Context: an optimization exercise on an open-source flow, tuned for small area. The choices shown serve that exercise and are no tape-out recipe.
Function was checked by simulation only, so behaviour that the tests miss may differ from the original.

==> design/flow/design.v <==
`default_nettype none
module pwd_processor (
    input  logic       clk,
    input  logic       rst_n,
    input  logic       in_valid,
    input  logic [8:0] in_data,
    output logic       busy,
    output logic       out_valid,
    output logic [8:0] out_data
);
    logic [8:0] r0, r1, r2, r3;
    logic [9:0] c;
    logic [5:0] t;
    logic [1:0] nreg;      
    logic       flag;
    logic       run;
    logic [3:0] pass;
    logic [1:0] slot, nlen;
    logic       real_w, even;
    logic       padfill, sortph, rot;
    logic       p_dec, p_min, p_flag, p_u, p_max, p_shift, p_ctr, p_smo;
    assign run    = busy || (t != 6'd1 && !in_valid);
    assign pass   = t[5:2];
    assign slot   = t[1:0];
    assign nlen   = nreg - 2'd1;
    assign real_w = (nlen == 2'd0) || (slot < nlen);
    assign even   = nreg[0];
    assign padfill = t <= 6'd5;
    assign sortph  = t >= 6'd6 && t <= 6'd19;
    assign rot     = t == 6'd10 || t == 6'd15;
    assign p_dec   = pass == 4'd5;
    assign p_min   = pass == 4'd6;
    assign p_flag  = pass == 4'd7;
    assign p_u     = pass == 4'd8;
    assign p_max   = pass == 4'd9;
    assign p_shift = pass == 4'd10;
    assign p_ctr   = pass == 4'd11;
    assign p_smo   = pass == 4'd12;
    logic        sub, cin, neg, lt;
    logic [6:0]  y6;
    logic [10:0] a, b, s;
    logic [11:0] cy;
    assign neg = p_dec && r0[8];
    assign y6  = 7'(r0[7:4]) * 7'd6 + 7'd33;
    assign sub = !(p_flag || p_smo);
    assign a   = {p_max ? 2'b00 : {2{r0[8]}}, r0[8], r0[7:0] ^ {8{neg}}};
    assign b   = p_dec ? ({4'b0, y6} ^ {11{!r0[8]}}) : ({c[9], c} ^ {11{sub}});
    assign cin = p_dec || (sub && !(p_ctr && flag));
    always_comb begin
        cy[0] = cin;
        for (int i = 0; i < 11; i++) begin
            s[i]    = a[i] ^ b[i] ^ cy[i];
            cy[i+1] = (a[i] & b[i]) | (cy[i] & (a[i] ^ b[i]));
        end
    end
    assign lt = s[10];
    logic [10:0] y;
    logic        r1b, r0b, nr1, nr0, corr;
    logic [8:0]  qf, q;
    logic [9:0]  ic;
    always_comb begin
        y   = {s[10:8] + 3'd3, s[7:0]};
        r1b = 1'b0;
        r0b = 1'b0;
        qf  = 9'd0;
        for (int i = 10; i >= 0; i--) begin
            if (i < 9)
                qf[i] = r1b | (r0b & y[i]);
            nr1 = y[i] ? r1b : r0b;
            nr0 = y[i] ? !(r1b | r0b) : r1b;
            r1b = nr1;
            r0b = nr0;
        end
        corr  = s[10] & (r1b | r0b);
        ic[0] = corr;
        for (int i = 0; i < 9; i++) begin
            q[i]    = (i == 8 ? !qf[i] : qf[i]) ^ ic[i];
            ic[i+1] = (i == 8 ? !qf[i] : qf[i]) & ic[i];
        end
    end
    logic swap;
    assign swap = run && (padfill || (sortph && (rot || lt)));
    logic [8:0] tail;
    always_comb begin
        if (!run)
            tail = in_data;
        else if (padfill)
            tail = 9'h100;
        else if (swap)
            tail = c[8:0];
        else if ((p_dec && even) || p_u || p_ctr)
            tail = s[8:0];
        else if (p_smo && slot != 2'd0)
            tail = q;
        else
            tail = r0;
    end
    assign out_data  = tail;
    assign out_valid = busy && p_smo && real_w;
    always_ff @(posedge clk) begin
        r0 <= r1;
        r1 <= r2;
        r2 <= r3;
        r3 <= tail;
        if (!busy)
            nreg <= t[1:0];
        if (swap || (p_min && (slot == 2'd0 || (real_w && lt))))
            c <= {r0[8], r0};
        else if (p_max && (slot == 2'd0 || (real_w && !lt)))
            c <= {1'b0, r0};
        else if (p_shift && slot == 2'd0)
            c <= {1'b0, c[9:1]};
        else if (p_smo)
            c <= {tail, 1'b0};
        if (p_flag) begin
            if (slot == 2'd0)
                flag <= lt;
            else if (real_w)
                flag <= flag & lt;
        end else if (p_shift && slot == 2'd0) begin
            flag <= flag & c[0];
        end
    end
    always_ff @(posedge clk or negedge rst_n) begin
        if (!rst_n) begin
            busy <= 1'b0;
            t    <= 6'd1;
        end else if (run) begin
            busy <= (t != 6'd51);
            t    <= (t == 6'd51) ? 6'd1 : t + 6'd1;
        end else if (in_valid) begin
            t    <= t + 6'd1;
        end
    end
endmodule
`default_nettype wire
==> design/flow/run.sh <==
#!/bin/bash
# synth_recipe.tcl (not shown) runs the flow's synth.tcl, then flattens the netlist and writes it again
# the make line also repeats each setting of config.mk as NAME=value (left out here)
make -C /OpenROAD-flow-scripts/flow DESIGN_CONFIG=/design/flow/config.mk WORK_HOME=/design/flow/orfs CLKGATE_MAP_FILE= SYNTH_SCRIPT=/design/flow/synth_recipe.tcl finish
==> design/flow/config.mk <==
export PLATFORM = sky130hd
export DESIGN_NAME = pwd_processor
export DESIGN_NICKNAME = pwd_processor
export VERILOG_FILES = /design/flow/design.v
export SDC_FILE = /design/flow/constraint.sdc
export NUM_CORES = 4
export LEC_CHECK = 0
export CAP_MARGIN = 20
export CORE_MARGIN = 2
export CORE_UTILIZATION = 40
export SLEW_MARGIN = 20
==> design/flow/constraint.sdc <==
create_clock -name core_clock -period 18.0 [get_ports {clk}]
set_input_delay 3.6000 -clock core_clock [delete_from_list [all_inputs] [get_ports {clk}]]
set_output_delay 3.6000 -clock core_clock [all_outputs]
set_load 0.01 [all_outputs]
==> run_results.csv, run 1 <==
group,metric,value,unit
run_status,status,"finished clean",
final_layout,finish.net_count,485,
logic_synthesis,syn_avg_cell_area,9.21,um2
clock_network,numClockSinks,56,
clock_network,postCtsHoldBufs,0,
critical_path,cp_max_fo,18,
clock_network,cts_setup_buffers,0,
global_route,grt_util_met2,26.5,%
sta,min_period,16.35,ns
logic_synthesis,synth_nets,484,
floorplan,core.rowCount,36,
critical_path,critPathCaptureType,"primary output",
placed_design,port_buffers,22,
logic_synthesis,ys_ff_latch,56,
min_path,whs_path_depth,0,
global_route,overflow,0,
clock_network,insertion_delay,0.32,ns
final_layout,fill_cells,984,
clock_network,cts_resized,0,
routing,routedWlPerCell,15.6,um
logic_synthesis,ys_dominant_reg_cell,"dfxtp_1",
routing,drc,0,
global_route,grt_pass1_wl,15400,um
final_layout,diodes,0,
clock_network,cts.clk_slew.worst_paths,0.10,ns
clock_network,cts_max_level,2,
floorplan,pin_count,23,
critical_path,cp.required,14.40,ns
sta,hold_viol,0,
floorplan,core-area,9820,um2
final_layout,multiInputGateArea,2560,um2
logic_synthesis,yosysMostFrequentCell,"nand2_1",
final_layout,drive_gt1_share,9.95,%
sta,relSlewSlack,31.8,%
logic_synthesis,yosysWarnings,1,
job,drv_cap,0,
sta,period_share,90.8,%
placed_design,dp_hpwl,6780,um
logic_synthesis,syn_inst,440,
clock_network,cts_buffers,5,
global_route,grt_pass1_vias,3050,
routing,vias_per_cell,5.55,
clock_network,cts-root-buf,"clkbuf_8",
clock_network,clock_path_buffers,2,
routing,vias,3189,
min_path,hp-class,"flop to flop",
critical_path,slowest_stage,"nor2b_1",
logic_synthesis,synth_edf_count,13,
critical_path,critPathLaunchType,"flop",
critical_path,cp.arrival,12.75,ns
logic_synthesis,synth_sequential_area_ratio,31.8,%
global_route,grt_max_degree,20,
logic_synthesis,synth_common_cells,"nand2_1, dfxtp_1, nor2_1",
sta,max_freq,0.0612,GHz
placed_design,gp_congestion,0.880,
global_route,track_usage,17.0,%
placed_design,place_area,4310,um2
global_route,grt_util_met3,2.50,%
sta,rsz0062_at_grt,"no",
final_layout,fin_util,44.9,%
logic_synthesis,synth_area,4050,um2
floorplan,initial_core_util,41.3,%
sta,finalMaxSlewViolations,0,
logic_synthesis,synth_top_area_share,17.8,%
critical_path,worst-setup-path-type,"flop to primary output",
routing,ant_nets,0,
critical_path,ff2ff_path_depth,40,
clock_network,cts_tree,"yes",
critical_path,timing.critical_path.mode_cell,"fa_1",
logic_synthesis,async_reset_ff_share,12.5,%
routing,drt_pass1_iterations,8,
floorplan,die-area,10900,um2
floorplan,die_x,105,um
final_layout,syn2layout_area_growth,8.74,%
floorplan,fp.dieH,105,um
logic_synthesis,synthTopCellsByArea,"dfxtp_1, edfxtp_1, ha_1",
global_route,antenna_found_initial,0,
final_layout,fin_cells,575,
final_layout,final_area,4410,um2
global_route,grtUsageMet1,24.3,%
global_route,grt.busiest_layer,"met2",
routing,first_iter_violations,164,
routing,routed_wirelength,8950,um
sta,finClkSkew,0.00775,ns
sta,tightest_slew,0.994,ns
critical_path,max_stage_delay,0.81,ns
final_layout,regArea,1290,um2
sta,whs,0.335,ns
sta,fin_tns_setup,0,ns
logic_synthesis,synth_top_cell_by_area,"dfxtp_1",
placed_design,dp_cells,567,
logic_synthesis,synth_cell_type_count,75,
sta,final-setup-viol-count,0,
## cells in the final DEF, fill, tap and decap left out, types with 3 or more instances in the layout
| master | count |
|---|---|
| nand2_1 | 42 |
| nor2b_1 | 7 |
| o21a_1 | 6 |
| clkbuf_8 | 5 |
| nand2b_1 | 6 |
| dfxtp_1 | 36 |
| xnor2_1 | 22 |
| fa_1 | 11 |
| nand3_1 | 4 |
| a31oi_1 | 3 |
| or2_2 | 3 |
| a21o_1 | 3 |
| a21oi_1 | 26 |
| nand4_1 | 3 |
| xor2_1 | 10 |
| o31a_1 | 3 |
| o221ai_1 | 3 |
| a311oi_1 | 7 |
| o211ai_1 | 10 |
| dfrtp_1 | 6 |
| ha_1 | 21 |
| o21ai_0 | 32 |
| mux2_2 | 15 |
| nor3_1 | 8 |
| a211oi_1 | 4 |
| inv_1 | 15 |
| a22o_1 | 4 |
| clkdlybuf4s50_1 | 22 |
| mux2i_1 | 6 |
| nor2_1 | 33 |
| edfxtp_1 | 13 |
## cell type report
type / count / share of cell area, %
clock buffers: 5 / 1.56
inverters: 17 / 1.51
flip-flops and latches: 56 / 29.2
multi-input cells: 337 / 58.0
clock inverters: 3 / 0.568
repair buffers: 24 / 5.34
well taps: 133 / 3.78
## cells by family (layout without fill, tap and decap cells)
logic type / Yosys count / after routing / synth area share [%]
flops: 56 / 56 / 31.8
compound gates: 127 / 127 / 22.7
mux: 22 / 22 / 6.21
buf+inv: 47 / 49 / 5.25
simple gates: 122 / 122 / 14.3
fa+ha+maj: 33 / 33 / 12.2
xor+xnor: 33 / 33 / 7.60
## critical path, delay by kind of cell, from the launching register on
kind | cells | cell delay, ns
fa+ha+maj | 20 | 6.02
flops | 1 | 0.52
mux | 1 | 0.75
simple gates | 5 | 2.10
buf+inv | 3 | 0.78
compound gates | 7 | 1.75
xor+xnor | 2 | 0.50
## per-stage QoR
step / setup WS [ns]
after floorplan: 4.50
after global placement: 2.38
after detailed placement: 2.08
after CTS: 1.67
after global routing: 0.720
final: 1.65
## path summary, 6_finish.rpt
kind | from | endpoint | slack, ns
worst max-delay path | t[2] | out_data[7] | 1.65
worst min-delay path | r3[0] | r2[0] | 0.34
worst max register to register | t[2] | c[9] | 5.73
worst min register to register | r3[0] | r2[0] | 0.34
max in group asynchronous | rst_n | t[0] | 14.16
min in group asynchronous | rst_n | busy | 3.54
## metal layers
layer,routed length (um),vias to the layer above
li1,-,1579
met1,4350,1516
met2,4130,86
met3,354,8
met4,111,0
met5,0,-
## sequential cells by signal, summed over array words and instances, names as in the netlist
register and cells:
c 10, r0 9, r1 9, r2 9, r3 9, t 6
nreg 2, busy 1, flag 1
==> run 2: changes to the inputs <==
==> design/flow/flow/run.sh (new file) <==
#!/bin/bash
# Standard ORFS layout, except that synthesis maps the logic with an
# area-oriented ABC script (flow/abc.script) instead of ORFS's speed script.
# Every other script, and every step before and after ABC, is ORFS's own, so
# the registers and their names are those of the standard synthesis.
set -euo pipefail
W=$(pwd)
rm -rf "$W/scripts"
cp -r "$FLOW_HOME/scripts" "$W/scripts"
cp "$W/flow/abc.script" "$W/scripts/abc_speed.script"
bash "$W/standard.sh" SCRIPTS_DIR="$W/scripts" finish > "$W/orfs_make.log" 2>&1
==> design/flow/flow/abc.script (new file) <==
strash
dch
amap
==> design/flow/standard.sh (new file) <==
#!/bin/bash
# synth_recipe.tcl (not shown) runs the flow's synth.tcl, then flattens the netlist and writes it again
# the make line also repeats each setting of config.mk as NAME=value (left out here)
make -C /OpenROAD-flow-scripts/flow DESIGN_CONFIG=/design/flow/config.mk WORK_HOME=/design/flow/orfs CLKGATE_MAP_FILE= SYNTH_SCRIPT=/design/flow/synth_recipe.tcl "${@:-finish}"
removed: design/flow/run.sh
==> run_results.csv, run 2 <==
group,metric,value,unit
clock_network,cts_tree,"yes",
critical_path,timing.critical_path.mode_cell,"ha_1",
logic_synthesis,syn_inst,381,
routing,first_iter_violations,308,
clock_network,insertion_delay,0.32,ns
routing,routedWlPerCell,15.6,um
sta,finClkSkew,0.00776,ns
logic_synthesis,synthTopCellsByArea,"dfxtp_1, edfxtp_1, ha_1",
sta,max_freq,0.0628,GHz
critical_path,worst-setup-path-type,"flop to primary output",
logic_synthesis,synth_sequential_area_ratio,40.1,%
final_layout,largest_reg_flops,10,
floorplan,die_x,93.6,um
logic_synthesis,synth_top_cell_by_area,"dfxtp_1",
placed_design,gp_congestion,0.920,
global_route,grt_pass1_vias,2692,
final_layout,syn2layout_area_growth,15.2,%
clock_network,postCtsHoldBufs,0,
clock_network,cts_buffers,5,
sta,finalMaxSlewViolations,0,
final_layout,diodes,0,
floorplan,core.rowCount,32,
sta,hold_viol,0,
clock_network,numClockSinks,56,
routing,vias,2837,
logic_synthesis,synth_top_area_share,22.4,%
critical_path,critPathLaunchType,"flop",
critical_path,cp.required,14.40,ns
sta,final-setup-viol-count,0,
clock_network,cts_setup_buffers,0,
floorplan,core-area,7770,um2
logic_synthesis,synth_area,3210,um2
global_route,track_usage,19.8,%
logic_synthesis,yosysMostFrequentCell,"nor2_1",
floorplan,die-area,8760,um2
routing,drt_pass1_iterations,5,
final_layout,layout_common_cells,"nor2_1, o21ai_0, clkinv_1",
critical_path,critPathCaptureType,"primary output",
floorplan,pin_count,23,
logic_synthesis,async_reset_ff_share,12.5,%
logic_synthesis,ys_dominant_reg_cell,"dfxtp_1",
sta,min_period,15.92,ns
final_layout,drive_gt1_share,3.14,%
logic_synthesis,yosysWarnings,1,
placed_design,dp_hpwl,6170,um
sta,fin_tns_setup,0,ns
clock_network,cts_resized,0,
sta,relSlewSlack,36.0,%
global_route,overflow,0,
sta,tightest_slew,0.957,ns
critical_path,slowest_stage,"nor2_1",
global_route,grt_max_degree,20,
floorplan,initial_core_util,41.3,%
min_path,hp-class,"flop to flop",
run_status,status,"finished clean",
clock_network,cts_max_level,2,
final_layout,final_area,3700,um2
final_layout,final_common_cell,"nor2_1",
routing,vias_per_cell,5.50,
logic_synthesis,synth_edf_count,13,
final_layout,fill_cells,761,
final_layout,finish.net_count,457,
critical_path,cp.arrival,12.32,ns
routing,routed_wirelength,8050,um
global_route,antenna_found_initial,0,
placed_design,place_area,3580,um2
sta,rsz0062_at_grt,"no",
routing,drc,0,
logic_synthesis,synth_common_cells,"nor2_1, o21ai_0, clkinv_1",
logic_synthesis,synth_cell_type_count,29,
sta,period_share,88.4,%
critical_path,max_stage_delay,0.82,ns
floorplan,fp.dieH,93.6,um
placed_design,port_buffers,22,
logic_synthesis,ys_ff_latch,56,
clock_network,cts.clk_slew.worst_paths,0.10,ns
clock_network,cts-root-buf,"clkbuf_8",
job,drv_cap,0,
final_layout,largest_register,"c",
logic_synthesis,syn_avg_cell_area,8.43,um2
critical_path,cp_max_fo,14,
clock_network,clock_path_buffers,2,
global_route,grt_pass1_wl,13500,um
routing,ant_nets,0,
logic_synthesis,synth_nets,425,
-- run 2: final timing paths --
check | start | to | slack (ns) | cells after the start
min reg2reg | r1[3] | r0[3] | 0.33 | 0
max in group asynchronous | rst_n | t[0] | 14.17 | 1
max reg2reg | t[5] | c[9] | 6.10 | 53
max | t[5] | out_data[8] | 2.08 | 53
min in group asynchronous | rst_n | t[1] | 3.54 | 1
min | r1[3] | r0[3] | 0.33 | 0
-- run 2: worst max-delay path: cells and delay by family (launching register included) --
kind / cells / cell delay (ns)
flip-flops: 1 / 0.44
adder cells (fa/ha/maj): 17 / 4.67
AO/OA/AOI/OAI: 16 / 2.68
AND/OR/NAND/NOR: 13 / 2.26
buffers and inverters: 7 / 1.93
-- run 2: logic make-up (layout without fill, tap and decap cells) --
logic type	count (synthesis)	after routing	share of synthesized area, %
flip-flops	56	56	40.1
adder cells (fa/ha/maj)	32	32	15.0
AO/OA/AOI/OAI	132	132	24.7
buffers and inverters	47	80	5.49
AND/OR/NAND/NOR	114	114	14.6
-- run 2: routing by layer --
metal  up-vias  track usage [%]  part of all wire, %
met5         -                0                    0
met4         0             5.92                 0.65
met3         6             2.50                  5.8
met2       110             30.5                   46
met1      1297             29.1                   48
li1       1424                -                    -
-- run 2: metrics by stage --
stage          cells  util [%]  setup slack [ns]  hold slack (ns)
2_1_floorplan    381         -              4.43            0.310
3_3_place_gp     507      46.1              2.91            0.311
3_5_place_dp     507      46.1              2.57            0.312
4_1_cts          515      47.5              2.16            0.336
5_1_grt          516      47.6             0.931            0.342
6_report         516      47.6              2.08            0.334
-- run 2: cell type report --
| cell class | instances | area, um2 | share of cell area, % |
|---|---|---|---|
| Clock buffer | 6 | 93.8 | 2.54 |
| Clock inverter | 2 | 17.5 | 0.474 |
| Inverter | 47 | 176 | 4.77 |
| Multi-Input combinational cell | 278 | 1750 | 47.4 |
| Sequential cell | 56 | 1290 | 34.8 |
| Tap cell | 102 | 128 | 3.45 |
| Timing Repair Buffer | 25 | 243 | 6.56 |

==> static timing again, ports no longer ideal <==
The results above use ideal ports. As a check the final layouts listed here were re-extracted and re-timed, cells and wires unchanged. Step 1, drivers: a clkbuf_16 drives clk and a buf_2 each remaining input, both assumed. Step 2 adds t to the input delays and takes it off the output delays; t is the mean of the earliest and latest rising clock arrival at the registers after step 1. Input paths then give back, and output paths get back, about the clock's delay inside the block. Slacks: ideal / step 1 / step 2; pairs: ideal / step 1.
run	t (ns)	setup slack, ns	worst setup path after step 2	worst register clock-pin slew, ns	worst slew at a driven data input, ns
run 1	0.347	1.652 / 1.621 / 1.968	register to output	0.10 / 0.10	0.03
run 2	0.339	2.079 / 2.052 / 2.391	register to output	0.10 / 0.10	0.03
After both steps every run listed still meets setup and hold.
